This is an optimization exercise on Yosys and OpenROAD, whose aim is small area and a short achievable clock period, not a production implementation. Where RTL was checked, it was by simulation tests only, not by an equivalence proof against the original. Power is estimated from default activity; no workload was simulated.

## west
Design microarch_trace_buffer, start of the top module:
module microarch_trace_buffer #(
    parameter int          NUM_STAGES  = 4,
    parameter int          DE_IDX      = 1,
    parameter int          PC_W        = 32,
    parameter int          DEPTH       = 16,
    parameter int          TS_W        = 16,
    parameter logic [31:0] FINISH_INSN = 32'h00002013,
    localparam int         AW          = $clog2(DEPTH),
    localparam int         LVL_W       = AW + 1
) (
    input  logic                       clk,
    input  logic                       rst_n,
    input  logic                       if_req_i,
    input  logic [NUM_STAGES-1:0]      ev_valid_i,
    input  logic [NUM_STAGES*PC_W-1:0] ev_pc_i,
    input  logic [31:0]                de_insn_i,
    output logic                       rec_valid_o,
    input  logic                       rec_ready_i,
    output logic [NUM_STAGES-1:0]      rec_mask_o,
    output logic [NUM_STAGES*PC_W-1:0] rec_pc_o,
    output logic [31:0]                rec_insn_o,
    output logic [TS_W-1:0]            rec_cycle_o,
    output logic                       rec_lost_o,
    output logic [15:0]                drop_cnt_o,
    output logic [LVL_W-1:0]           level_o,
    output logic                       finish_o
);
==> flow/config.mk <==
export PLATFORM = sky130hd
export DESIGN_NAME = microarch_trace_buffer
export DESIGN_NICKNAME = microarch_trace_buffer
export VERILOG_FILES = /design/flow/design.v
export SDC_FILE = /design/flow/constraint.sdc
export NUM_CORES = 4
export LEC_CHECK = 0
export CAP_MARGIN = 20
export CORE_MARGIN = 2
export CORE_UTILIZATION = 60
export SETUP_SLACK_MARGIN = 2.8
export SLEW_MARGIN = 20
export SYNTH_HIERARCHICAL = 1
export SYNTH_MINIMUM_KEEP_SIZE = 0
==> flow/constraint.sdc <==
create_clock -name core_clock -period 5.2 [get_ports {clk}]
set_input_delay 1.0400 -clock core_clock [delete_from_list [all_inputs] [get_ports {clk}]]
set_output_delay 1.0400 -clock core_clock [all_outputs]
set_load 0.01 [all_outputs]
standard.sh (not shown) runs the stock make flow with config.mk's settings and CLKGATE_MAP_FILE= SYNTH_SCRIPT=/design/flow/synth_recipe.tcl, a recipe that flattens the netlist after the stock synthesis.
==> flow/flow/run.sh <==
#!/bin/bash
# Standard ORFS layout with a smaller port buffer cell and larger CTS sink clusters.
export BUFFER_PORTS_ARGS="-buffer_cell sky130_fd_sc_hd__buf_2"
export CTS_ARGS="-sink_clustering_enable -repair_clock_nets -dont_use_dummy_load -sink_clustering_size 30 -sink_clustering_max_diameter 80"
bash standard.sh finish > standard.log 2>&1
## Diff of input files: middle against west
--- a/flow/design.v
+++ b/flow/design.v
@@ -8,22 +8,32 @@
     assign y = (a != b);
 endmodule
 module mtb_sel #(
     parameter int W = 1
 ) (
     input  logic         s,
     input  logic [W-1:0] a,
     input  logic [W-1:0] b,
     output logic [W-1:0] y
 );
     assign y = s ? a : b;
+endmodule
+module mtb_en #(
+    parameter int W = 1
+) (
+    input  logic         s,
+    input  logic [W-1:0] a,
+    input  logic [W-1:0] b,
+    output logic [W-1:0] y
+);
+    assign y = a | (b & {W{s}});
 endmodule
 module microarch_trace_buffer #(
     parameter int          NUM_STAGES  = 4,
     parameter int          DE_IDX      = 1,
     parameter int          PC_W        = 32,
     parameter int          DEPTH       = 16,
     parameter int          TS_W        = 16,
     parameter logic [31:0] FINISH_INSN = 32'h00002013,
     localparam int         AW          = $clog2(DEPTH),
     localparam int         LVL_W       = AW + 1
 ) (
@@ -131,28 +141,29 @@
     logic             valid_d, one_d, in_sel_d, lost_d, drain_d, finish_d;
     logic [MD-1:0]    wsel_d, rsel_d;
     logic [15:0]      drop_cnt_d;
     assign ctl_e = {count_e, 1'b1,    one_e, !ring_e, wsel_e, rsel_e, drop_e, drop_cnt_e, drain_q, finish_q};
     assign ctl_n = {count_n, valid_n, one_n, !ring_n, wsel_q, rsel_n, lost_q, drop_cnt_q, drain_n, finish_n};
     logic [CW-1:0] ctl_v, ctl_a, ctl_b;
     assign ctl_v = v_any     ? ctl_e : ctl_n;
     assign ctl_a = fetch_neq ? ctl_e : ctl_v;
     assign ctl_b = fetch_eq  ? ctl_e : ctl_v;
     mtb_sel #(.W(CW)) u_ctl_sel (.s(pc_neq), .a(ctl_a), .b(ctl_b), .y(ctl_d));
     assign {count_d, valid_d, one_d, in_sel_d, wsel_d, rsel_d, lost_d, drop_cnt_d, drain_d, finish_d} = ctl_d;
-    logic m_wen_ok, h_load;
-    assign m_wen_ok = !full || rdy;
+    logic [MD-1:0] m_wen;
+    logic          h_load;
+    mtb_en #(.W(MD)) u_wen (.s(rdy), .a(wsel_q & {MD{!full}}), .b(wsel_q & {MD{full}}), .y(m_wen));
     assign h_load   = !valid_q || rdy;
     always_ff @(posedge clk) begin
         for (int i = 0; i < MD; i++) begin
-            if (wsel_q[i] && m_wen_ok) begin
+            if (m_wen[i]) begin
                 m_pc[i]   <= in_pc;
                 m_insn[i] <= evt_insn;
                 m_mask[i] <= evt_mask;
                 m_cyc[i]  <= cycle_q;
                 m_lost[i] <= lost_q;
             end
         end
     end
     logic [PCS-1:0]        r_pc;
     logic [31:0]           r_insn;
     logic [NUM_STAGES-1:0] r_mask;
Results
On area of the mapped netlist, west and middle are basically level. Between middle and west, it is middle whose final non-filler cell area is higher, by about 1.9%. Between west and middle, the synthesized-area fraction occupied by and/or/nand/nor cells figures differ only marginally. middle vs. west: total stage count of the critical path lower, switching power of the nets higher, largest fanout on the critical path lower, summed negative setup slack over all endpoints roughly the same, non-clock buffer count higher. Looking at cell count, middle sits above west. There was hardly any difference in overall die area between west and middle. First-pass GRT wire length up 5.7% in middle wrt west. middle: PASS, flow complete, no timing, DRC or antenna violations. middle vs west, shortest period the worst path allows went down by 0.21 ns. Final worst-path cycle share for middle: 4.1 points down relative to west. [middle] via density per instance rose about 0.7% relative to west.
No functional check of the RTL was part of middle.

static timing again, ports no longer ideal:
Ports are ideal in the flow. The routed layouts listed here were re-timed in OpenROAD.
Step 1 sets driving cells, clkbuf_16 on the clock port and buf_2 on the other inputs (assumed; they add their load-dependent delay and slew).
Step 2 times the ports against the registers' clock, not the clock port: input delays grow and output delays shrink by t, the midpoint of the rising clock arrivals with the driver on.
Three values: no drivers, after step 1, after step 2; two values: the first two.
| run | shift t [ns] | setup WS [ns] | worst hold slack (ns) | worst register clock-pin slew, ns | pins driven straight from the clock port |
|---|---|---|---|---|---|
| west | 0.906 | 2.431 / 2.498 / 1.592 | 0.252 / 0.208 / 0.515 | 0.11 / 0.11 | 1 |
| middle | 0.899 | 2.642 / 2.555 / 1.905 | 0.192 / 0.156 / 0.511 | 0.11 / 0.11 | 1 |
After both steps setup and hold are still met in every run listed. For west, which loses most, drivers alone change the setup slack by +0.067 ns; drivers and shift together by -0.839 ns.
